Context: an optimization exercise on an open-source flow, tuned for small area, a short achievable clock period and few clock cycles. The choices shown serve that exercise and are no tape-out recipe. RTL that was checked went through simulation tests only; none was proved equivalent to the original. For runs 4 to 6, only the layout was checked, not whether the RTL still works. No activity file was given, so power comes from the tool's default toggle rates.

**design/flow/config.mk**
```make
export PLATFORM = sky130hd
export DESIGN_NAME = data_ram_sweep
export DESIGN_NICKNAME = data_ram_sweep
export VERILOG_FILES = /design/flow/design.v
export SDC_FILE = /design/flow/constraint.sdc
export NUM_CORES = 4
export LEC_CHECK = 0
export CAP_MARGIN = 20
export CORE_MARGIN = 2
export CORE_UTILIZATION = 40
export CTS_CLUSTER_DIAMETER = 80
export CTS_CLUSTER_SIZE = 20
export SETUP_SLACK_MARGIN = 1.2
export SLEW_MARGIN = 20
export SYNTH_HIERARCHICAL = 1
export SYNTH_MINIMUM_KEEP_SIZE = 0
```
**design/flow/run.sh**
```bash
#!/bin/bash
# synth_recipe.tcl (not shown) runs the flow's synth.tcl, then flattens the netlist and writes it again
# the make line also repeats each setting of config.mk as NAME=value (left out here)
make -C /OpenROAD-flow-scripts/flow DESIGN_CONFIG=/design/flow/config.mk WORK_HOME=/design/flow/orfs CLKGATE_MAP_FILE= SYNTH_SCRIPT=/design/flow/synth_recipe.tcl finish
```
**design/flow/design.v**
```verilog
package data_ram_pkg;
  typedef enum logic {
    ST_IDLE  = 1'b0,
    ST_SWEEP = 1'b1
  } state_e;
  function automatic integer lanes_of(input integer d_w, input integer lane_w);
    lanes_of = d_w / lane_w;
  endfunction
endpackage
module dr_and2 #(parameter int W = 1) (
  input  logic [W-1:0] a,
  input  logic [W-1:0] b,
  output logic [W-1:0] y
);
  assign y = a & b;
endmodule
module dr_sel8 (
  input  logic [7:0] d,
  input  logic [7:0] s,
  output logic       y
);
  logic [3:0] n;
  for (genvar p = 0; p < 4; p++) begin : g_p
    assign n[p] = ~((d[2*p] & s[2*p]) | (d[2*p+1] & s[2*p+1]));
  end
  assign y = ~(&n);
endmodule
module dr_nand4 #(parameter int W = 1) (
  input  logic [W-1:0] a, b, c, d,
  output logic [W-1:0] y
);
  assign y = ~(a & b & c & d);
endmodule
module dr_nor4 #(parameter int W = 1) (
  input  logic [W-1:0] a, b, c, d,
  output logic [W-1:0] y
);
  assign y = ~(a | b | c | d);
endmodule
module dr_aoi41 #(parameter int W = 1) (
  input  logic [W-1:0] a, b, c, d,
  input  logic         k,
  output logic [W-1:0] y
);
  assign y = ~((a & b & c & d) | {W{k}});
endmodule
module data_ram_array #(
  parameter int             A_W    = 7,
  parameter int             D_W    = 16,
  parameter int             LANE_W = 8,
  parameter logic [D_W-1:0] FILL   = 16'hA5A5
) (
  input  logic                    clk,
  input  logic                    fill_i,        
  input  logic                    we_i,
  input  logic                    re_i,          
  input  logic                    kill_i,        
  input  logic [D_W/LANE_W-1:0]   lane_mask_i,
  input  logic [A_W-1:0]          addr_i,
  input  logic [D_W-1:0]          wdata_i,
  output logic [D_W-1:0]          rdata_o
);
  localparam int LANES = D_W / LANE_W;
  localparam int WORDS = 2**A_W;
  localparam int LO_W  = 3;
  localparam int HI_W  = A_W - LO_W;
  localparam int NLO   = 2**LO_W;
  localparam int NHI   = 2**HI_W;
  logic [D_W-1:0]       mem_q [WORDS];
  logic [D_W-1:0]       wdata;
  logic [NLO-1:0]       lo;           
  logic [NLO-1:0]       lo_re;        
  logic [NHI-1:0]       hi;           
  logic [LANES*NHI-1:0] hi_we;        
  logic [NLO-1:0]       lo_we;        
  logic [WORDS-1:0]     sel;          
  assign wdata = fill_i ? FILL : wdata_i;
  always_comb begin
    for (int m = 0; m < NLO; m++) begin
      lo[m]    = (addr_i[LO_W-1:0] == LO_W'(m));
      lo_we[m] = fill_i || lo[m];
      lo_re[m] = re_i && lo[m];
    end
    for (int j = 0; j < NHI; j++) begin
      hi[j] = (addr_i[A_W-1:LO_W] == HI_W'(j));
      for (int k = 0; k < LANES; k++)
        hi_we[k*NHI+j] = fill_i || (we_i && lane_mask_i[k] && hi[j]);
    end
  end
  always_ff @(posedge clk) begin
    for (int i = 0; i < WORDS; i++) begin
      for (int k = 0; k < LANES; k++) begin
        if (hi_we[k*NHI+i/NLO] && lo_we[i%NLO]) begin
          mem_q[i][k*LANE_W +: LANE_W] <= wdata[k*LANE_W +: LANE_W];
        end
      end
    end
  end
  logic [D_W-1:0] l2 [WORDS/8];
  logic [D_W-1:0] l3 [WORDS/32];
  for (genvar i = 0; i < WORDS; i++) begin : g_sel
    dr_and2 #(.W(1)) u_sel (.a(hi[i/NLO]), .b(lo_re[i%NLO]), .y(sel[i]));
  end
  for (genvar q = 0; q < WORDS/8; q++) begin : g_l2
    for (genvar b = 0; b < D_W; b++) begin : g_bit
      dr_sel8 u_l2 (
        .d({mem_q[8*q+7][b], mem_q[8*q+6][b], mem_q[8*q+5][b], mem_q[8*q+4][b],
            mem_q[8*q+3][b], mem_q[8*q+2][b], mem_q[8*q+1][b], mem_q[8*q][b]}),
        .s(sel[8*q +: 8]),
        .y(l2[q][b])
      );
    end
  end
  for (genvar r = 0; r < WORDS/32; r++) begin : g_l3
    dr_nor4 #(.W(D_W)) u_l3 (
      .a(l2[4*r]), .b(l2[4*r+1]), .c(l2[4*r+2]), .d(l2[4*r+3]), .y(l3[r])
    );
  end
  dr_aoi41 #(.W(D_W)) u_l4 (
    .a(l3[0]), .b(l3[1]), .c(l3[2]), .d(l3[3]), .k(kill_i), .y(rdata_o)
  );
endmodule
module data_ram_sweep #(
  parameter int             A_W       = 7,
  parameter int             D_W       = 16,
  parameter int             LANE_W    = 8,
  parameter logic [D_W-1:0] FILL      = 16'hA5A5
) (
  input  logic                              clk,
  input  logic                              clear,
  input  logic                              enable,
  input  logic                              read_en,
  input  logic                              write_en,
  input  logic [A_W-1:0]                    addr,
  input  logic [D_W-1:0]                    datain,
  input  logic [D_W / LANE_W-1:0]           lane_en,
  input  logic                              scrub_req,
  output logic [D_W-1:0]                    dataout,
  output logic                              rd_valid,
  output logic                              busy,
  output logic                              acc_err
);
  logic             init_q;       
  logic [D_W-1:0]   dout_q;       
  logic [D_W-1:0]   hold_q;       
  logic             rd_valid_q, acc_err_q;
  logic             rd_ok, wr_ok, fill;
  logic [D_W-1:0]   arr_rdata;
  assign busy  = init_q;
  assign rd_ok = !init_q && enable && read_en;
  assign wr_ok = !init_q && enable && write_en;
  assign fill  = init_q || scrub_req;
  always_ff @(posedge clk or negedge clear) begin
    if (!clear) begin
      init_q     <= 1'b1;
      rd_valid_q <= 1'b0;
      acc_err_q  <= 1'b0;
      dout_q     <= '0;
      hold_q     <= '0;
    end else begin
      init_q     <= 1'b0;
      rd_valid_q <= rd_ok;
      acc_err_q  <= init_q && enable && (read_en || write_en);
      dout_q     <= arr_rdata;
      hold_q     <= rd_ok ? '0 : (rd_valid_q ? dout_q : hold_q);
    end
  end
  data_ram_array #(
    .A_W    (A_W),
    .D_W    (D_W),
    .LANE_W (LANE_W),
    .FILL   (FILL)
  ) u_array (
    .clk         (clk),
    .fill_i      (fill),
    .we_i        (wr_ok),
    .re_i        (enable && read_en),
    .kill_i      (init_q),
    .lane_mask_i (lane_en),
    .addr_i      (addr),
    .wdata_i     (datain),
    .rdata_o     (arr_rdata)
  );
  assign dataout  = dout_q | hold_q;
  assign rd_valid = rd_valid_q;
  assign acc_err  = acc_err_q;
endmodule
```
**design/flow/constraint.sdc**
```tcl
create_clock -name core_clock -period 4.0 [get_ports {clk}]
set_input_delay 0.8000 -clock core_clock [delete_from_list [all_inputs] [get_ports {clk}]]
set_output_delay 0.8000 -clock core_clock [all_outputs]
set_load 0.01 [all_outputs]
```
==> results of run 1 <==
## Yosys stat by module, one instance, submodules excluded, a selection
module | flops+latches | cells | times used
data_ram_sweep | 35 | 93 | 1
dr_sel8 | 0 | 5 | 256
## sequential cells by signal, indices dropped and copies added (netlist names)
signal         flops
dout_q            16
rd_valid_q         1
u_array.mem_q   2048
hold_q            16
init_q             1
acc_err_q          1
## per-layer routing
layer  track usage  wire [um]  up-vias
met4        0.0771       8450        2
met2         0.351     105000     2053
met3        0.0414      19200      310
li1              -          -    18900
met5             0         13        -
met1         0.317      93200    23200
## what timing repair did
action                                  in CTS  in global routing
buffers inserted                            15                  2
hold buffers                                 0                  0
resized for setup                          182                 23
cloned                                       1                  1
pin swaps                                   34                 21
endpoints found under the setup margin     559                 24
## power groups by stage
stage                     combinational, W  sequential [W]  clock [W]
after floorplan                   0.000755          0.0260          0
after global placement             0.00173          0.0261          0
after detailed placement           0.00176          0.0261          0
after CTS                          0.00179          0.0256     0.0126
after global routing               0.00188          0.0257     0.0133
final                              0.00179          0.0256     0.0125
## layout make-up
| class | count | share of cell area |
|---|---|---|
| tap | 2526 | 0.0349 |
| inverter | 1 | 0.000124 |
| antenna | 7 | 0.000194 |
| clock buffer | 157 | 0.0348 |
| clock inverter | 15 | 0.00220 |
| multi-input combinational | 1866 | 0.166 |
| timing repair buffer | 659 | 0.0717 |
| sequential | 2083 | 0.690 |
## kinds of logic after synthesis
group	synth area share
buf+inv	0.00898
other cells	0.0000484
compound gates	0.134
simple gates	0.0492
mux	0.00207
flops	0.805
## metrics by stage
stage               worst slack [ns]  hold slack, ns
floorplan                      0.506           0.478
global placement              -0.531           0.496
detailed placement            -0.545           0.502
CTS                             1.16           0.173
global route                    1.13           0.212
finish                          1.14           0.181
## how the worst min path moves through the flow
stage                                       from                      to  slack (ns)
after global routing                       clear   hold_q[4]$_DFFE_PN0P_        0.21
after global placement    hold_q[15]$_DFFE_PN0P_  hold_q[15]$_DFFE_PN0P_        0.50
after floorplan            hold_q[0]$_DFFE_PN0P_   hold_q[0]$_DFFE_PN0P_        0.48
after CTS                                  clear    dout_q[10]$_DFF_PN0_        0.17
final                                      clear   hold_q[4]$_DFFE_PN0P_        0.18
after detailed placement   hold_q[8]$_DFFE_PN0P_   hold_q[8]$_DFFE_PN0P_        0.50
## worst max-delay path, cell delays in order
cell and delay [ns]:
buf_6 0.10, and2_4 0.19, nand2b_4 0.08, buf_12 0.11, nor2_4 0.04, buf_12 0.12, buf_4 0.15, buf_6 0.16
and2_4 0.19, buf_12 0.14, buf_4 0.15, a22oi_1 0.18, nand4_1 0.33, nor4_4 0.52, a41oi_1 0.21
## placed cells by master, fill, tap and decap left out, drive strengths merged, types with 3 or more instances in the layout
master | synthesis | layout
inv | 1 | 4
a22oi | 1024 | 1024
nand4 | 258 | 258
clkinv | 0 | 9
nand2b | 7 | 7
nand2 | 4 | 4
nand3b | 3 | 3
nor2 | 34 | 34
o31ai | 256 | 256
nand4b | 4 | 4
and2 | 129 | 129
a41oi | 16 | 16
nor2b | 8 | 8
nor3 | 6 | 6
mux2i | 16 | 16
dlygate4sd2 | 0 | 17
clkbuf | 46 | 159
nor4 | 64 | 64
dfrtp | 34 | 34
clkdlybuf4s50 | 0 | 22
or3b | 3 | 3
buf | 79 | 614
or2 | 26 | 26
diode | 0 | 7
edfxtp | 2048 | 2048
==> reports/qor.yml, run 1 <==
outcome:
  status: "timing/DRC/antenna clean"
pwr:
  seq_power_share: 0.643
  swShare: 0.212
  power.internal_w: 0.0314
  comb_power_share: 0.045
  peakVddDrop_uv: 408
  leakage_nw: 29.7
  pwr-share-clk: 0.312
  power.switching_w: 0.00847
  finalPower_w: 0.0399
  powerDensity_nw_per_um2: 441
setup_path:
  worst-r2r-setup-slack_ns: 1.30
  worstSetupStartpointType: "input port"
  path_max_fanout: 5
  required_ns: 4.63
  rr_worst_depth: 5
  endpoint: "dout_q[15]$_DFF_PN0_"
  crit_arrival_ns: 3.49
  critical_path_class: "in -> reg"
  crit_start: "enable"
  reg2reg_from: "init_q$_DFF_PN1_"
  r2r_end: "u_array.mem_q[105][9]$_DFFE_PP_"
  end_kind: "flop"
clocking:
  root_buffer: "clkbuf_16"
  clk_latency_ns: 0.80
  htreeDepth: 3
  cts_buffers: 117
  cts.sinks: 2083
  path_clk_slew_ns: 0.09
  clk_path_buf_depth: 3
  cts_tree: "done"
floorplan:
  core_area_sq_um: 192000
  ios: 50
  die_h_um: 444
  dieArea_sq_um: 197000
  row_count: 161
  initial_core_util: 0.403
  die_x_um: 444
drt:
  vias: 44500
  dr.first_iter.drc_count: 5505
  dr.pass1.iters: 8
  via_per_inst: 6.09
  drc: 0
  wl_per_cell_um: 30.8
  antenna_left: 0
  wirelength_um: 226000
cells_and_area:
  final_core_util: 0.470
  area.sequential_sq_um: 62400
  multi_input_area_sq_um: 15100
  final_cells: 7314
  n_fill_cell: 15900
  drive_gt1_frac: 0.230
  design_area_sq_um: 90500
  areaGrowthSynthToFinish_pct: 16.8
  finalNetCount: 4759
synthesis:
  synth-async-reset-ratio: 0.0168
  synth.top_cell.area_share: 0.794
  syn-num-nets: 4106
  syn_area_per_cell_sq_um: 19.0
  synthFlopType: "edfxtp_1"
  synth.most_common_cell: "edfxtp_1"
  synth.area.top_cells: "edfxtp_1 (79%), a22oi_1 (9.9%), nand4_1 (2.1%)"
  ys_seq_area_frac: 0.805
  yosysTopAreaCell: "edfxtp_1"
  synth_cell_types: 38
  synth_warnings: 12
  synth-edff-count: 2048
  synth_commonest_cells: "edfxtp_1 (2048), a22oi_1 (1024), nand4_1 (258), o31ai_1 (144), and2_1 (129)"
  syn_inst: 4075
  synth_area_sq_um: 77400
  ys_ff_latch: 2083
timing:
  timing.final.crit_share: 0.714
  fin_setup_tns_ns: 0
  fin_crit_ns: 2.86
  skew_ns: 0.0361
  setup_viol: 0
  rsz0062_at_grt: "yes"
  hold_viol_final: 0
  drv_slew: 0
  max_slew_margin: 0.286
  worst_pin_slew_ns: 1.06
  fmax_ghz: 0.350
min_path:
  hp-class: "in -> async"
placement:
  place.gp.congestion: 0.882
  io_buffers: 49
  postPlaceCellArea_sq_um: 86400
  dpl.cell_count: 7116
  hpwl_um: 147000
global_route:
  grt_max_degree: 129
  grt_pass1_vias: 43000
  grt_first_pass_wirelength_um: 320000
  overflow: 0
  track_usage: 0.224
  antenna_found_initial: 10
job:
  drv_cap: 0
Testbench counts, summed over its fixed seeds: cycles 21,171.
==> inputs of run 2 (changes only) <==
--- a/design/flow/config.mk
+++ b/design/flow/config.mk
@@ -12,3 +12,3 @@
 export CTS_CLUSTER_SIZE = 20
-export SETUP_SLACK_MARGIN = 1.2
+export SETUP_SLACK_MARGIN = 1.8
 export SLEW_MARGIN = 20
==> reports/qor.yml, run 2 <==
drt:
  antenna_left: 0
  dr.first_iter.drc_count: 6174
  vias: 47400
  drc: 0
  dr.pass1.iters: 6
  wl_per_cell_um: 32.1
  wirelength_um: 245000
  via_per_inst: 6.23
setup_path:
  crit_arrival_ns: 3.36
  worstSetupStartpointType: "input port"
  required_ns: 4.65
  end_kind: "flop"
  path_max_fanout: 7
  critical_path_class: "in -> reg"
  worst-r2r-setup-slack_ns: 1.55
synthesis:
  synth_commonest_cells: "edfxtp_1 (2048), a22oi_1 (1024), nand4_1 (258), o31ai_1 (144), and2_1 (129)"
  synth.area.top_cells: "edfxtp_1 (79%), a22oi_1 (9.9%), nand4_1 (2.1%)"
  syn_inst: 4075
  ys_seq_area_frac: 0.805
  synth-edff-count: 2048
  syn_area_per_cell_sq_um: 19.0
  syn-num-nets: 4106
  synth_cell_types: 38
  yosysTopAreaCell: "edfxtp_1"
  synth_area_sq_um: 77400
  synth.most_common_cell: "edfxtp_1"
  ys_ff_latch: 2083
  synth_warnings: 12
  synth-async-reset-ratio: 0.0168
  synthFlopType: "edfxtp_1"
  synth.top_cell.area_share: 0.794
job:
  drv_cap: 0
placement:
  hpwl_um: 147000
  dpl.cell_count: 7171
  place.gp.congestion: 0.892
  dp_slack_ns: -0.580
  io_buffers: 49
cells_and_area:
  n_fill_cell: 15100
  finalNetCount: 5055
  layout_common_cells: "edfxtp_1 (2048), a22oi_1 (878), buf_4 (396)"
  final_cells: 7619
  final_core_util: 0.514
  top_register: "u_array.mem_q"
  largest_reg_flops: 2048
  areaGrowthSynthToFinish_pct: 27.7
  mostFrequentLayoutCell: "edfxtp_1"
  reg_top3: "u_array.mem_q: 2048 flops, dout_q: 16 flops, hold_q: 16 flops"
  drive_gt1_frac: 0.349
floorplan:
  die_h_um: 444
  initial_core_util: 0.403
  row_count: 161
  core_area_sq_um: 192000
  dieArea_sq_um: 197000
  die_x_um: 444
  ios: 50
timing:
  drv_slew: 0
  rsz0062_at_grt: "yes"
  worst_pin_slew_ns: 1.12
  max_slew_margin: 0.255
  worst_slack_ns: 1.29
  fin_crit_ns: 2.71
  fmax_ghz: 0.369
  setup_viol: 0
  holdWs_ns: 0.275
  skew_ns: 0.0544
  fin_setup_tns_ns: 0
  hold_viol_final: 0
  timing.final.crit_share: 0.678
clocking:
  htreeDepth: 3
  cts_buffers: 118
  clk_path_buf_depth: 3
  clk_latency_ns: 0.80
  cts_tree: "done"
  cts.sinks: 2083
  path_clk_slew_ns: 0.08
  root_buffer: "clkbuf_16"
pwr:
  peakVddDrop_uv: 435
  powerDensity_nw_per_um2: 412
  leakage_nw: 32.8
global_route:
  grt_use_met1: 0.324
  grt.met3_usage: 0.0412
  grt_max_degree: 129
  antenna_found_initial: 8
  overflow: 0
  grt_first_pass_wirelength_um: 335000
  track_usage: 0.235
  grt-busiest-layer: "met2"
  grtUsageMet2: 0.375
  grt_pass1_vias: 44700
min_path:
  hp-class: "in -> reg"
outcome:
  status: "timing/DRC/antenna clean"
[run 2: changes by cell type in the layout (fill, tap and decap cells not counted), moves of 92 or more]
cell / previous run / this run
a22oi_1: 994 / 878
o31ai_2: 113 / 12
buf_6: 11 / 338
a22oi_2: 30 / 146
o31ai_1: 141 / 0
buf_4: 488 / 396
o31ai_4: 2 / 244
[run 2: routing by layer]
layer | wire [um] | share of wire | vias to the layer above
li1 | - | - | 19600
met1 | 95700 | 0.39 | 24900
met2 | 116000 | 0.47 | 2414
met3 | 21800 | 0.089 | 445
met4 | 11800 | 0.048 | 2
met5 | 13 | 0.000053 | -
[run 2: report_power, final]
group / internal (W) / switching (W)
Combinational: 0.000825 / 0.00160
Sequential: 0.0253 / 0.000404
Clock: 0.00569 / 0.00698
Total: 0.0318 / 0.00899
[run 2: kinds of logic after synthesis]
family                 Yosys count  synth area share
and+or+nand+nor                552            0.0492
DFF                           2083             0.805
buffers and inverters          126           0.00898
AOI/OAI and AO/OA             1297             0.134
muxes                           16           0.00207
other                            1         0.0000484
[run 2: area by class of cell]
type | instances | area (sq um) | area share
Antenna cell | 2 | 5.00 | 0.0000506
Clock buffer | 170 | 3210 | 0.0325
Clock inverter | 17 | 219 | 0.00221
Inverter | 1 | 30.0 | 0.000304
Multi-Input combinational cell | 1877 | 19100 | 0.193
Sequential cell | 2083 | 62400 | 0.631
Tap cell | 2526 | 3160 | 0.0320
Timing Repair Buffer | 942 | 10800 | 0.109
Timing Repair inverter | 1 | 11.3 | 0.000114
[run 2: critical path: stages]
cell and delay (ns):
buf_6 0.10, and2_4 0.19, nand2b_4 0.08, buf_8 0.13, nor3_4 0.06, buf_6 0.15
buf_8 0.14, and2_4 0.18, buf_6 0.13, a22oi_2 0.18, nand4_1 0.34, nor4_4 0.68
a41oi_2 0.19
[run 2: repair_timing]
item	in CTS	in global routing
cloned	28	19
setup endpoints to repair	4028	2564
pin swaps	226	123
endpoints found under the hold margin	14	0
gates resized for setup	727	577
hold buffers	1	0
buffers inserted	135	76
[run 2: path summary, 6_finish.rpt]
kind	start	endpoint	depth (start not counted)
setup / recovery	read_en	dout_q[15]$_DFF_PN0_	13
hold / removal	read_en	acc_err_q$_DFF_PN0_	2
setup reg to reg	init_q$_DFF_PN1_	u_array.mem_q[126][3]$_DFFE_PP_	11
hold reg to reg	hold_q[8]$_DFFE_PN0P_	hold_q[8]$_DFFE_PN0P_	2
max in group asynchronous	clear	dout_q[11]$_DFF_PN0_	3
min in group asynchronous	clear	hold_q[13]$_DFFE_PN0P_	2
[run 2: per-stage QoR]
step	power [W]	cell area [sq um]
2_1_floorplan	0.0268	77700
3_3_place_gp	0.0278	86400
3_5_place_dp	0.0279	86400
4_1_cts	0.0405	94400
5_1_grt	0.0419	98900
6_report	0.0408	98900
[run 2: per-module statistics from Yosys (local to each module, per instance), a selection]
module	area (sq um)	flops+latches	times used
data_ram_sweep	1320	35	1
dr_sel8	36.3	0	256
==> inputs of run 3 (changes only) <==
--- a/design/flow/config.mk
+++ b/design/flow/config.mk
@@ -12,3 +12,3 @@
 export CTS_CLUSTER_SIZE = 20
-export SETUP_SLACK_MARGIN = 1.8
+export SETUP_SLACK_MARGIN = 1.6
 export SLEW_MARGIN = 20
==> reports/qor.yml, run 3 <==
synthesis:
  ys_ff_latch: 2083
  synth_commonest_cells: "edfxtp_1 (2048), a22oi_1 (1024), nand4_1 (258), o31ai_1 (144), and2_1 (129)"
  syn-num-nets: 4106
  synth-async-reset-ratio: 0.0168
  synth.area.top_cells: "edfxtp_1 (79%), a22oi_1 (9.9%), nand4_1 (2.1%)"
  synthFlopType: "edfxtp_1"
  syn_area_per_cell_sq_um: 19.0
  yosysTopAreaCell: "edfxtp_1"
  synth-edff-count: 2048
  synth_cell_types: 38
  synth.top_cell.area_share: 0.794
  ys_seq_area_frac: 0.805
  synth.most_common_cell: "edfxtp_1"
  synth_area_sq_um: 77400
  syn_inst: 4075
  synth_warnings: 12
pwr:
  leakage_nw: 30.9
  peakVddDrop_uv: 433
  powerDensity_nw_per_um2: 432
  finalPower_w: 0.0402
global_route:
  antenna_found_initial: 5
  overflow: 0
  track_usage: 0.229
  grt_first_pass_wirelength_um: 327000
  grt_max_degree: 129
  grt_pass1_vias: 44000
cells_and_area:
  drive_gt1_frac: 0.305
  multi_input_area_sq_um: 16500
  layout_common_cells: "edfxtp_1 (2048), a22oi_1 (884), buf_4 (599)"
  n_fill_cell: 15800
  area.sequential_sq_um: 62400
  reg_top3: "u_array.mem_q: 2048 flops, dout_q: 16 flops, hold_q: 16 flops"
  largest_reg_flops: 2048
  top_register: "u_array.mem_q"
  design_area_sq_um: 93100
  mostFrequentLayoutCell: "edfxtp_1"
  finalNetCount: 4916
  areaGrowthSynthToFinish_pct: 20.2
  antenna_cells: 0
clocking:
  htreeDepth: 3
  clk_path_buf_depth: 3
  cts.sinks: 2083
  clk_latency_ns: 0.80
  cts_tree: "done"
  cts_buffers: 118
  root_buffer: "clkbuf_16"
  path_clk_slew_ns: 0.08
timing:
  fin_crit_ns: 2.78
  worst_slack_ns: 1.22
  worst_pin_slew_ns: 1.16
  timing.final.crit_share: 0.696
  hold_viol_final: 0
  holdWs_ns: 0.356
  rsz0062_at_grt: "yes"
  fmax_ghz: 0.359
  max_slew_margin: 0.226
  skew_ns: 0.0506
  drv_slew: 0
  setup_viol: 0
placement:
  dp_slack_ns: -0.580
  postPlaceCellArea_sq_um: 86400
  hpwl_um: 147000
  place.gp.congestion: 0.892
  io_buffers: 49
drt:
  m1WireLength_um: 93700
  dr.first_iter.drc_count: 5940
  wl_met2_um: 109000
  dr.pass1.iters: 6
  wl_per_cell_um: 30.8
  via_per_inst: 6.09
  vias: 45500
  drc: 0
  wl_met3_um: 18100
  antenna_left: 0
  top_layer: "met4"
  wirelength_um: 231000
floorplan:
  die_x_um: 444
  die_h_um: 444
  core_area_sq_um: 192000
  row_count: 161
  dieArea_sq_um: 197000
  initial_core_util: 0.403
  ios: 50
setup_path:
  required_ns: 4.65
  critical-path-slowest-cell: "nor4_4"
  path_max_fanout: 8
  cpLargestDelayFamily: "simple AND/OR/NAND/NOR gates"
  path_cells: "buf_6 -> and2_4 -> nand2b_4 -> buf_8 -> nor3_4 -> buf_6 -> buf_8 -> and2_4 -> buf_6 -> a22oi_2 -> nand4_1 -> nor4_4 -> a41oi_2"
  critical_path_class: "in -> reg"
  worstSetupStartpointType: "input port"
  cpPeakStageDelay_ns: 0.72
  crit_arrival_ns: 3.43
  timing.critical_path.buf_inv: 5
  end_kind: "flop"
  crit_path_frequent_cell: "buf_6"
outcome:
  status: "timing/DRC/antenna clean"
job:
  drv_cap: 0
min_path:
  hp-class: "in -> reg"
-- run 3: changes by cell type in the layout (fill, tap and decap cells not counted), sizes merged, moves of 2 or more --
cell / change
or2: -2
diode: -2
buf: -118
clkbuf: -14
-- run 3: cell type report --
type	instances	share of cell area
clock buffers	170	0.0345
clock inverters	17	0.00235
inverters	1	0.000121
multi-input cells	1871	0.177
flip-flops and latches	2083	0.670
well taps	2526	0.0340
repair buffers	810	0.0817
-- run 3: tightest hold or removal path, delay by kind of cell --
kind | cells | cell delay [ns]
AOI/OAI and AO/OA | 1 | 0.14
buffers and inverters | 2 | 0.17
-- run 3: path summary, 6_finish.rpt --
| kind | startpoint | slack [ns] | endpoint | cells past startpoint |
|---|---|---|---|---|
| max | read_en | 1.22 | dout_q[15]$_DFF_PN0_ | 13 |
| min | enable | 0.36 | acc_err_q$_DFF_PN0_ | 3 |
| max reg2reg | init_q$_DFF_PN1_ | 1.67 | u_array.mem_q[9][0]$_DFFE_PP_ | 6 |
| max in group asynchronous | clear | 2.52 | dout_q[11]$_DFF_PN0_ | 3 |
| min reg2reg | hold_q[10]$_DFFE_PN0P_ | 0.53 | hold_q[10]$_DFFE_PN0P_ | 2 |
| min in group asynchronous | clear | 0.54 | hold_q[13]$_DFFE_PN0P_ | 2 |
-- run 3: per-module statistics from Yosys, one instance, submodules excluded, excerpt --
module / cells inside / area [sq um]
data_ram_sweep: 93 / 1320
dr_sel8: 5 / 36.3
-- run 3: logic make-up after synthesis --
group	after synthesis	share of synthesized area
buffers and inverters	126	0.00898
and+or+nand+nor	552	0.0492
AOI/OAI and AO/OA	1297	0.134
other	1	0.0000484
muxes	16	0.00207
DFF	2083	0.805
-- run 3: layer usage --
| metal | vias to the layer above | track usage |
|---|---|---|
| met2 | 2063 | 0.368 |
| met5 | - | 0 |
| met4 | 0 | 0.0809 |
| met1 | 23900 | 0.318 |
| li1 | 19300 | - |
| met3 | 333 | 0.0347 |
-- run 3: where the power goes --
part           total (W)  internal, W  switching [W]
clock             0.0126      0.00569        0.00695
sequential        0.0257       0.0253       0.000399
combinational    0.00190     0.000558        0.00135
total             0.0402       0.0315        0.00870
-- run 3: repair_timing --
action                                  4_1_cts  5_1_grt
setup buffers                                79       30
gates resized for setup                     547       77
pin swaps                                   172       84
hold buffers                                  1        0
cloned                                        8        2
endpoints found under the setup margin     2714      547
hold endpoints to repair                     14        0
-- run 3: per-stage QoR --
step,TNS [ns],util,std cells
4_1_cts,0,0.481,7446
3_5_place_dp,-3.26,0.449,7171
6_report,0,0.484,7478
3_3_place_gp,-5.57,0.449,7171
2_1_floorplan,0,-,4075
5_1_grt,0,0.484,7478
==> inputs of run 4 (changes only) <==
--- a/design/flow/design.v
+++ b/design/flow/design.v
@@ -27,20 +27,13 @@
 endmodule
-module dr_nand4 #(parameter int W = 1) (
-  input  logic [W-1:0] a, b, c, d,
+module dr_nand2 #(parameter int W = 1) (
+  input  logic [W-1:0] a, b,
   output logic [W-1:0] y
 );
-  assign y = ~(a & b & c & d);
+  assign y = ~(a & b);
 endmodule
-module dr_nor4 #(parameter int W = 1) (
-  input  logic [W-1:0] a, b, c, d,
+module dr_nor2 #(parameter int W = 1) (
+  input  logic [W-1:0] a, b,
   output logic [W-1:0] y
 );
-  assign y = ~(a | b | c | d);
-endmodule
-module dr_aoi41 #(parameter int W = 1) (
-  input  logic [W-1:0] a, b, c, d,
-  input  logic         k,
-  output logic [W-1:0] y
-);
-  assign y = ~((a & b & c & d) | {W{k}});
+  assign y = ~(a | b);
 endmodule
@@ -55,4 +48,2 @@
   input  logic                    we_i,
-  input  logic                    re_i,          
-  input  logic                    kill_i,        
   input  logic [D_W/LANE_W-1:0]   lane_mask_i,
@@ -71,3 +62,2 @@
   logic [NLO-1:0]       lo;           
-  logic [NLO-1:0]       lo_re;        
   logic [NHI-1:0]       hi;           
@@ -81,3 +71,2 @@
       lo_we[m] = fill_i || lo[m];
-      lo_re[m] = re_i && lo[m];
     end
@@ -99,5 +88,7 @@
   logic [D_W-1:0] l2 [WORDS/8];
-  logic [D_W-1:0] l3 [WORDS/32];
+  logic [D_W-1:0] l3 [WORDS/16];
+  logic [D_W-1:0] l4 [WORDS/32];
+  logic [D_W-1:0] l5 [WORDS/64];
   for (genvar i = 0; i < WORDS; i++) begin : g_sel
-    dr_and2 #(.W(1)) u_sel (.a(hi[i/NLO]), .b(lo_re[i%NLO]), .y(sel[i]));
+    dr_and2 #(.W(1)) u_sel (.a(hi[i/NLO]), .b(lo[i%NLO]), .y(sel[i]));
   end
@@ -113,10 +104,12 @@
   end
-  for (genvar r = 0; r < WORDS/32; r++) begin : g_l3
-    dr_nor4 #(.W(D_W)) u_l3 (
-      .a(l2[4*r]), .b(l2[4*r+1]), .c(l2[4*r+2]), .d(l2[4*r+3]), .y(l3[r])
-    );
+  for (genvar r = 0; r < WORDS/16; r++) begin : g_l3
+    dr_nor2 #(.W(D_W)) u_l3 (.a(l2[2*r]), .b(l2[2*r+1]), .y(l3[r]));
   end
-  dr_aoi41 #(.W(D_W)) u_l4 (
-    .a(l3[0]), .b(l3[1]), .c(l3[2]), .d(l3[3]), .k(kill_i), .y(rdata_o)
-  );
+  for (genvar r = 0; r < WORDS/32; r++) begin : g_l4
+    dr_nand2 #(.W(D_W)) u_l4 (.a(l3[2*r]), .b(l3[2*r+1]), .y(l4[r]));
+  end
+  for (genvar r = 0; r < WORDS/64; r++) begin : g_l5
+    dr_nor2 #(.W(D_W)) u_l5 (.a(l4[2*r]), .b(l4[2*r+1]), .y(l5[r]));
+  end
+  dr_nand2 #(.W(D_W)) u_l6 (.a(l5[0]), .b(l5[1]), .y(rdata_o));
 endmodule
@@ -143,4 +136,3 @@
   logic             init_q;       
-  logic [D_W-1:0]   dout_q;       
-  logic [D_W-1:0]   hold_q;       
+  logic [D_W-1:0]   dout_q;
   logic             rd_valid_q, acc_err_q;
@@ -158,3 +150,2 @@
       dout_q     <= '0;
-      hold_q     <= '0;
     end else begin
@@ -163,4 +154,3 @@
       acc_err_q  <= init_q && enable && (read_en || write_en);
-      dout_q     <= arr_rdata;
-      hold_q     <= rd_ok ? '0 : (rd_valid_q ? dout_q : hold_q);
+      if (rd_ok) dout_q <= arr_rdata;
     end
@@ -176,4 +166,2 @@
     .we_i        (wr_ok),
-    .re_i        (enable && read_en),
-    .kill_i      (init_q),
     .lane_mask_i (lane_en),
@@ -183,3 +171,3 @@
   );
-  assign dataout  = dout_q | hold_q;
+  assign dataout  = dout_q;
   assign rd_valid = rd_valid_q;
--- a/design/flow/config.mk
+++ b/design/flow/config.mk
@@ -12,3 +12,3 @@
 export CTS_CLUSTER_SIZE = 20
-export SETUP_SLACK_MARGIN = 1.6
+export SETUP_SLACK_MARGIN = 1.8
 export SLEW_MARGIN = 20
==> reports/qor.yml, run 4 <==
timing:
  timing.final.crit_share: 0.693
  hold_viol_final: 0
  setup_viol: 0
  fin_crit_ns: 2.77
  max_slew_margin: 0.209
  rsz0062_at_grt: "yes"
  fmax_ghz: 0.361
  drv_slew: 0
  skew_ns: 0.0509
  worst_pin_slew_ns: 1.19
outcome:
  status: "timing/DRC/antenna clean"
cells_and_area:
  largest_reg_flops: 2048
  reg_top3: "u_array.mem_q: 2048 flops, dout_q: 16 flops"
  areaGrowthSynthToFinish_pct: 24.3
  final_core_util: 0.501
  area.sequential_sq_um: 62000
  drive_gt1_frac: 0.336
  mostFrequentLayoutCell: "edfxtp_1"
  n_fill_cell: 15400
  design_area_sq_um: 95400
  layout_common_cells: "edfxtp_1 (2048), a22oi_1 (849), buf_4 (633)"
  finalNetCount: 5135
  multi_input_area_sq_um: 17300
  top_register: "u_array.mem_q"
drt:
  dr.first_iter.drc_count: 5506
  antenna_left: 0
  wirelength_um: 235000
  vias: 46400
  via_per_inst: 6.02
  wl_per_cell_um: 30.4
  dr.pass1.iters: 5
  drc: 0
clocking:
  cts_buffers: 117
  cts_tree: "done"
  path_clk_slew_ns: 0.08
  clk_path_buf_depth: 3
  cts.sinks: 2067
  clk_latency_ns: 0.80
  root_buffer: "clkbuf_16"
  htreeDepth: 3
pwr:
  finalPower_w: 0.0411
  leakage_nw: 32.1
  powerDensity_nw_per_um2: 431
  peakVddDrop_uv: 412
floorplan:
  core_area_sq_um: 190000
  initial_core_util: 0.403
  die_x_um: 442
  row_count: 160
  dieArea_sq_um: 195000
  die_h_um: 442
  ios: 50
job:
  drv_cap: 0
synthesis:
  syn_area_per_cell_sq_um: 18.4
  synth_commonest_cells: "edfxtp_1 (2048), a22oi_1 (1024), nand4_1 (258), nor2_1 (172), o31ai_1 (140)"
  synth-edff-count: 2048
  synthFlopType: "edfxtp_1"
  synth.top_cell.area_share: 0.802
  synth-async-reset-ratio: 0.00919
  synth_warnings: 14
  synth_area_sq_um: 76700
  yosysTopAreaCell: "edfxtp_1"
  syn_inst: 4177
  ys_ff_latch: 2067
  syn-num-nets: 4208
  synth.most_common_cell: "edfxtp_1"
  ys_seq_area_frac: 0.808
  synth_cell_types: 32
  synth.area.top_cells: "edfxtp_1 (80%), a22oi_1 (10%), nand4_1 (2.1%)"
global_route:
  grt_pass1_vias: 44800
  grt_max_degree: 70
  track_usage: 0.230
  grt_first_pass_wirelength_um: 325000
  antenna_found_initial: 4
  overflow: 0
setup_path:
  path_max_fanout: 7
  crit_arrival_ns: 3.46
  critical_path_class: "in -> reg"
  worstSetupStartpointType: "input port"
  required_ns: 4.69
  end_kind: "flop"
placement:
  place.gp.congestion: 0.879
  io_buffers: 49
  postPlaceCellArea_sq_um: 86300
  hpwl_um: 145000
min_path:
  hp-class: "in -> reg"
[run 4: cell count changes after synthesis, sizes merged, moves of 6 or more]
cell / change
mux2i: -16
dfrtp: -16
nand2: +78
nor2: +138
mux2: +16
a41oi: -16
nor4: -64
clkbuf: -11
or2: -16
inv: +9
buf: +6
[run 4: modules after synthesis, one instance, submodules excluded, a selection]
module          times used  cells inside  cell area (sq um)  flops+latches
data_ram_sweep           1            42                754             19
dr_sel8                256             5               36.3              0
[run 4: path summary, 6_finish.rpt]
path | start | end | slack [ns] | cells after the start
hold reg to reg | dout_q[15]$_DFFE_PN0P_ | dout_q[15]$_DFFE_PN0P_ | 0.52 | 1
setup / recovery | addr[1] | dout_q[6]$_DFFE_PN0P_ | 1.23 | 15
max in group asynchronous | clear | dout_q[8]$_DFFE_PN0P_ | 3.20 | 2
min in group asynchronous | clear | acc_err_q$_DFF_PN0_ | 0.42 | 2
setup reg to reg | init_q$_DFF_PN1_ | u_array.mem_q[85][1]$_DFFE_PP_ | 1.66 | 7
hold / removal | write_en | acc_err_q$_DFF_PN0_ | 0.33 | 2
[run 4: layer usage]
layer  part of all wire  vias to the layer above  GRT usage
met2               0.48                     2139      0.379
met5           0.000098                        -          0
met3              0.077                      392     0.0296
met1               0.39                    24200      0.304
li1                   -                    19700          -
met4              0.048                        4      0.103
[run 4: area by class of cell]
type,instances,share of cell area
clock inverters,17,0.00234
clock buffers,193,0.0346
multi-input cells,1997,0.182
repair inverters,1,0.0000918
diodes,4,0.000105
inverters,10,0.000722
well taps,2511,0.0329
flip-flops and latches,2067,0.650
repair buffers,910,0.0976
[run 4: timing repair]
| item | 4_1_cts | 5_1_grt |
|---|---|---|
| hold buffers | 0 | 0 |
| buffers inserted | 102 | 80 |
| cloned | 26 | 9 |
| gates resized for setup | 694 | 202 |
| setup endpoints to repair | 2864 | 1384 |
| pin swaps | 196 | 159 |
[run 4: stage by stage]
step / hold slack [ns] / instances / setup WS [ns] / setup TNS (ns)
final: 0.325 / 7710 / 1.23 / 0
after global routing: 0.322 / 7707 / 1.23 / 0
after CTS: 0.392 / 7617 / 1.31 / 0
after detailed placement: 0.499 / 7279 / -0.515 / -4.17
after global placement: 0.493 / 7274 / -0.465 / -4.22
after floorplan: 0.504 / 4177 / 1.23 / 0
[run 4: cell families after synthesis]
family	share of synthesized area
flops	0.808
mux	0.00279
other cells	0.0000489
compound gates	0.133
buf+inv	0.00864
simple gates	0.0479
[run 4: report_power, final]
part	internal (W)	total (W)	leakage, nW	switching [W]
registers	0.0252	0.0256	20.7	0.000485
clock network	0.00576	0.0127	1.67	0.00692
logic	0.000939	0.00276	9.67	0.00182
[run 4: worst max-delay path, cell delays in order]
cell        delay (ns)
buf_6             0.10
buf_12            0.14
or3b_4            0.25
clkinvlp_4        0.16
buf_12            0.17
buf_12            0.14
and2_4            0.20
buf_6             0.13
a22oi_2           0.19
nand4_1           0.22
nor2_2            0.23
nand2_2           0.14
nor2_4            0.24
nand2_1           0.08
mux2_4            0.26
==> inputs of run 5 (changes only) <==
--- a/design/flow/design.v
+++ b/design/flow/design.v
@@ -27,7 +27,7 @@
 endmodule
-module dr_nand2 #(parameter int W = 1) (
-  input  logic [W-1:0] a, b,
+module dr_nand4 #(parameter int W = 1) (
+  input  logic [W-1:0] a, b, c, d,
   output logic [W-1:0] y
 );
-  assign y = ~(a & b);
+  assign y = ~(a & b & c & d);
 endmodule
@@ -87,6 +87,5 @@
   end
-  logic [D_W-1:0] l2 [WORDS/8];
-  logic [D_W-1:0] l3 [WORDS/16];
-  logic [D_W-1:0] l4 [WORDS/32];
-  logic [D_W-1:0] l5 [WORDS/64];
+  logic [D_W-1:0] l2 [WORDS/16];
+  logic [D_W-1:0] l3 [WORDS/64];
+  logic [D_W-1:0] l4;
   for (genvar i = 0; i < WORDS; i++) begin : g_sel
@@ -94,22 +93,21 @@
   end
-  for (genvar q = 0; q < WORDS/8; q++) begin : g_l2
+  for (genvar q = 0; q < WORDS/16; q++) begin : g_l2
     for (genvar b = 0; b < D_W; b++) begin : g_bit
-      dr_sel8 u_l2 (
-        .d({mem_q[8*q+7][b], mem_q[8*q+6][b], mem_q[8*q+5][b], mem_q[8*q+4][b],
-            mem_q[8*q+3][b], mem_q[8*q+2][b], mem_q[8*q+1][b], mem_q[8*q][b]}),
-        .s(sel[8*q +: 8]),
-        .y(l2[q][b])
-      );
+      logic [15:0] d;
+      for (genvar w = 0; w < 16; w++) begin : g_w
+        assign d[w] = mem_q[16*q+w][b];
+      end
+      logic [1:0] h;
+      dr_sel8 u_lo (.d(d[7:0]),  .s(sel[16*q +: 8]),   .y(h[0]));
+      dr_sel8 u_hi (.d(d[15:8]), .s(sel[16*q+8 +: 8]), .y(h[1]));
+      dr_nor2 #(.W(1)) u_l2 (.a(h[0]), .b(h[1]), .y(l2[q][b]));
     end
   end
-  for (genvar r = 0; r < WORDS/16; r++) begin : g_l3
-    dr_nor2 #(.W(D_W)) u_l3 (.a(l2[2*r]), .b(l2[2*r+1]), .y(l3[r]));
+  for (genvar r = 0; r < WORDS/64; r++) begin : g_l3
+    dr_nand4 #(.W(D_W)) u_l3 (
+      .a(l2[4*r]), .b(l2[4*r+1]), .c(l2[4*r+2]), .d(l2[4*r+3]), .y(l3[r])
+    );
   end
-  for (genvar r = 0; r < WORDS/32; r++) begin : g_l4
-    dr_nand2 #(.W(D_W)) u_l4 (.a(l3[2*r]), .b(l3[2*r+1]), .y(l4[r]));
-  end
-  for (genvar r = 0; r < WORDS/64; r++) begin : g_l5
-    dr_nor2 #(.W(D_W)) u_l5 (.a(l4[2*r]), .b(l4[2*r+1]), .y(l5[r]));
-  end
-  dr_nand2 #(.W(D_W)) u_l6 (.a(l5[0]), .b(l5[1]), .y(rdata_o));
+  dr_nor2 #(.W(D_W)) u_l4 (.a(l3[0]), .b(l3[1]), .y(l4));
+  assign rdata_o = ~l4;
 endmodule
==> reports/qor.yml, run 5 <==
outcome:
  status: "timing/DRC/antenna clean"
synthesis:
  synthFlopType: "edfxtp_1"
  synth.most_common_cell: "edfxtp_1"
  ys_ff_latch: 2067
  synth_area_sq_um: 76600
  synth_xor_area_frac: 0
  syn-num-nets: 4160
  syn_area_per_cell_sq_um: 18.6
  synth.area.mux_share: 0.00279
  synth.area.top_cells: "edfxtp_1 (80%), a22oi_1 (10%), nand4_1 (2.4%)"
  synth-async-reset-ratio: 0.00919
  synth-edff-count: 2048
  synth_adder_area_share: 0
  synth-compound-area-share: 0.133
  synth_commonest_cells: "edfxtp_1 (2048), a22oi_1 (1024), nand4_1 (290), nor2_1 (156), o31ai_1 (140)"
  ys_seq_area_frac: 0.809
  synth.top_cell.area_share: 0.803
  yosysTopAreaCell: "edfxtp_1"
  synthSimpleGateAreaFrac: 0.0458
  syn_inst: 4129
  synth_top_family_by_area: "compound AO/OA/AOI/OAI gates"
  synth_cell_types: 32
  synth_warnings: 12
setup_path:
  reg2reg_from: "u_array.mem_q[35][7]$_DFFE_PP_"
  worstSetupPathDepth: 14
  path_cells: "buf_6 -> buf_12 -> buf_8 -> or3b_4 -> clkinvlp_4 -> buf_4 -> and2_4 -> a22oi_1 -> nand4_1 -> nor2_4 -> nand4_1 -> nor2_1 -> inv_1 -> mux2_2"
  worst-r2r-setup-slack_ns: 1.52
  path_max_fanout: 13
  required_ns: 4.66
  crit_path_frequent_cell: "nand4_1"
  rr_worst_depth: 7
  endpoint: "dout_q[7]$_DFFE_PN0P_"
  critical_path_class: "in -> reg"
  worstSetupStartpointType: "input port"
  timing.critical_path.buf_inv: 6
  cpLargestDelayFamily: "simple AND/OR/NAND/NOR gates"
  crit_start: "addr[2]"
  r2r_end: "dout_q[7]$_DFFE_PN0P_"
  cpPeakStageDelay_ns: 0.49
  critical-path-slowest-cell: "nand4_1"
  crit_arrival_ns: 3.80
  end_kind: "flop"
floorplan:
  die_h_um: 442
  core_area_sq_um: 190000
  dieArea_sq_um: 195000
  ios: 50
  initial_core_util: 0.403
  die_x_um: 442
  row_count: 160
drt:
  wirelength_um: 233000
  via_per_inst: 6.07
  antenna_left: 0
  wl_per_cell_um: 30.9
  dr.pass1.iters: 8
  vias: 45800
  dr.first_iter.drc_count: 5784
  drc: 0
placement:
  io_buffers: 49
  dpl.cell_count: 7174
  place.gp.congestion: 0.891
  hpwl_um: 142000
timing:
  hold_viol_final: 0
  fmax_ghz: 0.319
  drv_slew: 0
  setup_viol: 0
  holdWs_ns: 0.466
  max_slew_margin: 0.179
  fin_crit_ns: 3.14
  timing.final.crit_share: 0.784
  worst_pin_slew_ns: 1.23
  skew_ns: 0.0346
  rsz0062_at_grt: "yes"
cells_and_area:
  reg_top3: "u_array.mem_q: 2048 flops, dout_q: 16 flops"
  areaGrowthSynthToFinish_pct: 21.5
  area.sequential_sq_um: 62000
  layout_common_cells: "edfxtp_1 (2048), a22oi_1 (964), buf_4 (527)"
  final_cells: 7556
  multi_input_area_sq_um: 16000
  top_register: "u_array.mem_q"
  mostFrequentLayoutCell: "edfxtp_1"
  n_fill_cell: 15600
  largest_reg_flops: 2048
  finalNetCount: 4971
  drive_gt1_frac: 0.281
global_route:
  overflow: 0
  grt_max_degree: 129
  grt_first_pass_wirelength_um: 318000
  antenna_found_initial: 8
  track_usage: 0.223
  grt_pass1_vias: 43500
clocking:
  cts_buffers: 116
  clk_latency_ns: 0.80
  cts_tree: "done"
  htreeDepth: 3
  clk_path_buf_depth: 3
  root_buffer: "clkbuf_16"
  cts.sinks: 2067
  path_clk_slew_ns: 0.09
min_path:
  hp-class: "in -> async"
job:
  drv_cap: 0
pwr:
  leakage_nw: 30.9
  powerDensity_nw_per_um2: 438
  peakVddDrop_uv: 380
-- run 5: cell types whose count changed in the layout (fill, tap and decap cells not counted), sizes merged, moves of 7 or more --
cell    delta
and2       -7
clkbuf    +31
inv       +24
buf      -132
nand4     +32
nand2     -80
nor2      -16
-- run 5: repair_timing --
| item | 4_1_cts | 5_1_grt |
|---|---|---|
| setup endpoints to repair | 2398 | 1844 |
| buffers inserted | 65 | 46 |
| pin swaps | 113 | 74 |
| resized for setup | 423 | 249 |
| cloned | 15 | 33 |
| hold buffers | 0 | 0 |
-- run 5: kinds of logic after synthesis --
family / count (synthesis)
multiplexers: 16
AND/OR/NAND/NOR: 618
other: 1
flip-flops: 2067
buffers and inverters: 146
AO/OA/AOI/OAI: 1281
-- run 5: worst min-delay path by stage --
stage | endpoint | cells after the start
global placement | dout_q[9]$_DFFE_PN0P_ | 1
global route | acc_err_q$_DFF_PN0_ | 2
CTS | dout_q[11]$_DFFE_PN0P_ | 2
detailed placement | dout_q[9]$_DFFE_PN0P_ | 1
finish | dout_q[11]$_DFFE_PN0P_ | 2
floorplan | acc_err_q$_DFF_PN0_ | 0
-- run 5: per-stage QoR --
step                power [W]  setup WS, ns   util  area (sq um)  setup TNS (ns)
detailed placement     0.0283        -0.548  0.449         85400           -3.46
finish                 0.0408         0.863  0.490         93100               0
CTS                    0.0407          1.05  0.477         90700               0
floorplan              0.0268          1.23      -         76900               0
global placement       0.0283        -0.615  0.449         85400           -3.51
global route           0.0419         0.929  0.490         93100               0
-- run 5: where the power goes --
| group | switching, W | internal, W |
|---|---|---|
| combinational | 0.00176 | 0.000888 |
| clock | 0.00692 | 0.00563 |
| sequential | 0.000470 | 0.0252 |
-- run 5: final cells by class --
class,count,area share
well taps,2511,0.0337
clock buffers,204,0.0352
diodes,5,0.000134
clock inverters,14,0.00192
repair inverters,3,0.000309
inverters,26,0.00141
multi-input cells,1925,0.172
repair buffers,801,0.0901
flip-flops and latches,2067,0.666
-- run 5: Yosys stat by module (local to each module, per instance), a selection --
module          cells  copies in the design  cell area (sq um)
dr_sel8             5                   256               36.3
data_ram_sweep     42                     1                754
-- run 5: metal layers --
metal | GRT usage | wire length [um] | vias up
li1 | - | - | 19400
met1 | 0.311 | 93500 | 23900
met2 | 0.353 | 109000 | 2238
met3 | 0.0297 | 19300 | 385
met4 | 0.0961 | 11500 | 2
met5 | 0 | 7 | -
==> inputs of run 6 (changes only) <==
--- a/design/flow/design.v
+++ b/design/flow/design.v
@@ -33,7 +33,7 @@
 endmodule
-module dr_nor2 #(parameter int W = 1) (
-  input  logic [W-1:0] a, b,
+module dr_nor4 #(parameter int W = 1) (
+  input  logic [W-1:0] a, b, c, d,
   output logic [W-1:0] y
 );
-  assign y = ~(a | b);
+  assign y = ~(a | b | c | d);
 endmodule
@@ -78,8 +78,14 @@
   end
+  logic [D_W-1:0] we [WORDS];   
+  for (genvar i = 0; i < WORDS; i++) begin : g_we
+    for (genvar k = 0; k < LANES; k++) begin : g_lane
+      logic we_l;
+      dr_and2 #(.W(1)) u_we (.a(hi_we[k*NHI+i/NLO]), .b(lo_we[i%NLO]), .y(we_l));
+      assign we[i][k*LANE_W +: LANE_W] = {LANE_W{we_l}};
+    end
+  end
   always_ff @(posedge clk) begin
     for (int i = 0; i < WORDS; i++) begin
-      for (int k = 0; k < LANES; k++) begin
-        if (hi_we[k*NHI+i/NLO] && lo_we[i%NLO]) begin
-          mem_q[i][k*LANE_W +: LANE_W] <= wdata[k*LANE_W +: LANE_W];
-        end
+      for (int b = 0; b < D_W; b++) begin
+        if (we[i][b]) mem_q[i][b] <= wdata[b];
       end
@@ -87,5 +93,4 @@
   end
-  logic [D_W-1:0] l2 [WORDS/16];
-  logic [D_W-1:0] l3 [WORDS/64];
-  logic [D_W-1:0] l4;
+  logic [D_W-1:0] l2 [WORDS/8];
+  logic [D_W-1:0] l3 [WORDS/32];
   for (genvar i = 0; i < WORDS; i++) begin : g_sel
@@ -93,16 +98,14 @@
   end
-  for (genvar q = 0; q < WORDS/16; q++) begin : g_l2
+  for (genvar q = 0; q < WORDS/8; q++) begin : g_l2
     for (genvar b = 0; b < D_W; b++) begin : g_bit
-      logic [15:0] d;
-      for (genvar w = 0; w < 16; w++) begin : g_w
-        assign d[w] = mem_q[16*q+w][b];
-      end
-      logic [1:0] h;
-      dr_sel8 u_lo (.d(d[7:0]),  .s(sel[16*q +: 8]),   .y(h[0]));
-      dr_sel8 u_hi (.d(d[15:8]), .s(sel[16*q+8 +: 8]), .y(h[1]));
-      dr_nor2 #(.W(1)) u_l2 (.a(h[0]), .b(h[1]), .y(l2[q][b]));
+      dr_sel8 u_l2 (
+        .d({mem_q[8*q+7][b], mem_q[8*q+6][b], mem_q[8*q+5][b], mem_q[8*q+4][b],
+            mem_q[8*q+3][b], mem_q[8*q+2][b], mem_q[8*q+1][b], mem_q[8*q][b]}),
+        .s(sel[8*q +: 8]),
+        .y(l2[q][b])
+      );
     end
   end
-  for (genvar r = 0; r < WORDS/64; r++) begin : g_l3
-    dr_nand4 #(.W(D_W)) u_l3 (
+  for (genvar r = 0; r < WORDS/32; r++) begin : g_l3
+    dr_nor4 #(.W(D_W)) u_l3 (
       .a(l2[4*r]), .b(l2[4*r+1]), .c(l2[4*r+2]), .d(l2[4*r+3]), .y(l3[r])
@@ -110,4 +113,3 @@
   end
-  dr_nor2 #(.W(D_W)) u_l4 (.a(l3[0]), .b(l3[1]), .y(l4));
-  assign rdata_o = ~l4;
+  dr_nand4 #(.W(D_W)) u_l4 (.a(l3[0]), .b(l3[1]), .c(l3[2]), .d(l3[3]), .y(rdata_o));
 endmodule
--- a/design/flow/config.mk
+++ b/design/flow/config.mk
@@ -12,3 +12,3 @@
 export CTS_CLUSTER_SIZE = 20
-export SETUP_SLACK_MARGIN = 1.8
+export SETUP_SLACK_MARGIN = 1.7
 export SLEW_MARGIN = 20
==> reports/qor.yml, run 6 <==
outcome:
  status: "timing/DRC/antenna clean"
drt:
  antenna_left: 0
  via_per_inst: 5.96
  wl_per_cell_um: 30.5
  drc: 0
  dr.pass1.iters: 6
  vias: 43000
  wirelength_um: 220000
  dr.first_iter.drc_count: 5833
timing:
  setup_viol: 0
  worst_pin_slew_ns: 0.904
  fin_setup_tns_ns: 0
  rsz0062_at_grt: "yes"
  max_slew_margin: 0.397
  skew_ns: 0.0455
  timing.final.crit_share: 0.718
  drv_slew: 0
  fin_crit_ns: 2.87
  fmax_ghz: 0.348
  hold_viol_final: 0
clocking:
  clk_latency_ns: 0.78
  htreeDepth: 3
  cts_tree: "done"
  clk_path_buf_depth: 3
  cts_buffers: 118
  path_clk_slew_ns: 0.09
  cts.sinks: 2067
  root_buffer: "clkbuf_16"
setup_path:
  crit_start: "addr[3]"
  required_ns: 4.66
  end_kind: "flop"
  rr_worst_depth: 5
  r2r_end: "u_array.mem_q[83][0]$_DFFE_PP_"
  path_max_fanout: 8
  reg2reg_from: "init_q$_DFF_PN1_"
  cpPeakStageDelay_ns: 0.59
  crit_arrival_ns: 3.53
  endpoint: "dout_q[0]$_DFFE_PN0P_"
  critical-path-slowest-cell: "nor4_4"
  path_cells: "buf_6 -> buf_12 -> buf_4 -> nand4b_1 -> buf_4 -> inv_4 -> and2_4 -> buf_4 -> a22oi_1 -> nand4_1 -> nor4_4 -> nand4_1 -> mux2_4"
  worst-r2r-setup-slack_ns: 1.68
  worstSetupStartpointType: "input port"
  crit_path_frequent_cell: "buf_4"
  critical_path_class: "in -> reg"
cells_and_area:
  finalNetCount: 4671
  n_fill_cell: 15500
  areaGrowthSynthToFinish_pct: 20.1
  final_cells: 7222
  mostFrequentLayoutCell: "edfxtp_1"
  reg_top3: "u_array.mem_q: 2048 flops, dout_q: 16 flops"
  top_register: "u_array.mem_q"
  largest_reg_flops: 2048
  layout_common_cells: "edfxtp_1 (2048), a22oi_1 (913), buf_4 (334)"
  drive_gt1_frac: 0.283
job:
  drv_cap: 0
synthesis:
  syn_area_per_cell_sq_um: 19.2
  synth.top_cell.area_share: 0.814
  ys_seq_area_frac: 0.820
  synth_commonest_cells: "edfxtp_1 (2048), a22oi_1 (1024), and2_1 (386), nand4_1 (272), nor4_2 (64)"
  yosysTopAreaCell: "edfxtp_1"
  synth_warnings: 14
  synth.most_common_cell: "edfxtp_1"
  synth-edff-count: 2048
  synthFlopType: "edfxtp_1"
  syn_inst: 3936
  synth_area_sq_um: 75600
  synth.area.top_cells: "edfxtp_1 (81%), a22oi_1 (10%), and2_1 (3.2%)"
  ys_ff_latch: 2067
  syn-num-nets: 3967
  synth_cell_types: 31
  synth-async-reset-ratio: 0.00919
pwr:
  leakage_nw: 30.4
  peakVddDrop_uv: 470
  powerDensity_nw_per_um2: 457
placement:
  place.gp.congestion: 0.878
  dpl.cell_count: 6945
  hpwl_um: 145000
  io_buffers: 49
floorplan:
  die_h_um: 439
  die_x_um: 439
  initial_core_util: 0.402
  row_count: 159
  ios: 50
  core_area_sq_um: 188000
  dieArea_sq_um: 192000
global_route:
  antenna_found_initial: 13
  overflow: 0
  track_usage: 0.224
  grt_first_pass_wirelength_um: 310000
  grt_pass1_vias: 41400
  grt_max_degree: 129
min_path:
  hp-class: "in -> async"
[run 6: worst min path at each step]
| stage | from | end | slack [ns] | cells after the start |
|---|---|---|---|---|
| after floorplan | clear | acc_err_q$_DFF_PN0_ | 0.50 | 0 |
| final | clear | acc_err_q$_DFF_PN0_ | 0.43 | 2 |
| after global placement | init_q$_DFF_PN1_ | acc_err_q$_DFF_PN0_ | 0.53 | 1 |
| after CTS | clear | acc_err_q$_DFF_PN0_ | 0.41 | 2 |
| after global routing | clear | acc_err_q$_DFF_PN0_ | 0.45 | 2 |
| after detailed placement | init_q$_DFF_PN1_ | acc_err_q$_DFF_PN0_ | 0.54 | 1 |
[run 6: kinds of logic after synthesis]
family	Yosys count	share of synthesized area
DFF	2067	0.820
muxes	16	0.00283
other	1	0.0000496
and+or+nand+nor	775	0.0709
AOI/OAI and AO/OA	1058	0.105
buffers and inverters	19	0.00111
[run 6: layout make-up]
type / count / area [sq um] / area share
sequential: 2067 / 62000 / 0.683
multi-input combinational: 1855 / 15300 / 0.168
timing repair buffer: 593 / 6780 / 0.0747
clock buffer: 174 / 3250 / 0.0358
tap: 2495 / 3120 / 0.0344
clock inverter: 22 / 282 / 0.00310
inverter: 5 / 28.8 / 0.000317
antenna: 11 / 27.5 / 0.000303
[run 6: what timing repair did]
| item | in CTS | in global routing |
|---|---|---|
| hold buffers | 0 | 0 |
| gates resized for setup | 658 | 197 |
| gates cloned | 7 | 4 |
| setup buffers | 47 | 12 |
| pin swaps | 114 | 51 |
| setup endpoints to repair | 2761 | 1916 |
[run 6: metal layers]
layer  track usage  vias to the layer above  wire [um]
li1              -                    18300          -
met1         0.312                    22500      89100
met3        0.0275                      296      17200
met4        0.0765                        2       7860
met5             0                        -         14
met2         0.364                     1936     106000
[run 6: per-module statistics from Yosys (local to each module, per instance), excerpt]
module          cells inside  area, sq um  copies in the design
data_ram_sweep            42          754                     1
dr_sel8                    5         36.3                   256
[run 6: worst max-delay path: cells and delay by family]
kind	cells	cell delay (ns)
simple gates	5	1.38
buf+inv	6	0.84
mux	1	0.29
compound gates	1	0.19
[run 6: power by group]
part / internal, W / switching (W) / leakage (nW)
Clock: 0.00591 / 0.00682 / 1.70
Sequential: 0.0255 / 0.000578 / 20.7
Combinational: 0.000878 / 0.00176 / 8.07
Total: 0.0323 / 0.00916 / 30.4
[run 6: stage by stage]
step	worst slack, ns	total power (W)	hold slack (ns)	utilization	area (sq um)
2_1_floorplan	1.16	0.0273	0.504	-	75700
3_3_place_gp	-0.661	0.0289	0.526	0.451	84600
3_5_place_dp	-0.613	0.0289	0.536	0.451	84600
4_1_cts	1.24	0.0415	0.407	0.479	89900
5_1_grt	1.14	0.0426	0.452	0.483	90700
6_report	1.13	0.0415	0.435	0.483	90700

-- re-timing with driven ports --
The results above use ideal ports. As a check the final layouts listed here were re-extracted and re-timed, cells and wires unchanged.
Step 1 sets driving cells, clkbuf_16 on the clock port and buf_2 on the other inputs (assumed; they add their load-dependent delay and slew).
Step 2 adds t to the input delays and takes it off the output delays; t is the mean of the earliest and latest rising clock arrival at the registers after step 1. Input paths then give back, and output paths get back, about the clock's delay inside the block.
Three values: no drivers, after step 1, after step 2; two values: the first two.
run | t (ns) | slack for setup (ns) | slew at the worst register clock pin (ns)
run 1 | 0.859 | 1.144 / 1.134 / 0.275 | 0.09 / 0.09
run 2 | 0.858 | 1.288 / 1.317 / 0.459 | 0.09 / 0.09
run 3 | 0.859 | 1.217 / 1.261 / 0.402 | 0.09 / 0.09
run 4 | 0.858 | 1.228 / 1.256 / 0.398 | 0.09 / 0.09
run 5 | 0.869 | 0.863 / 0.857 / -0.012 | 0.09 / 0.09
run 6 | 0.850 | 1.127 / 1.191 / 0.341 | 0.09 / 0.09
Met with ideal ports but missed after step 2: setup timing in run 5. For run 5, which loses most, drivers alone change the setup slack by -0.006 ns; drivers and shift together by -0.875 ns.
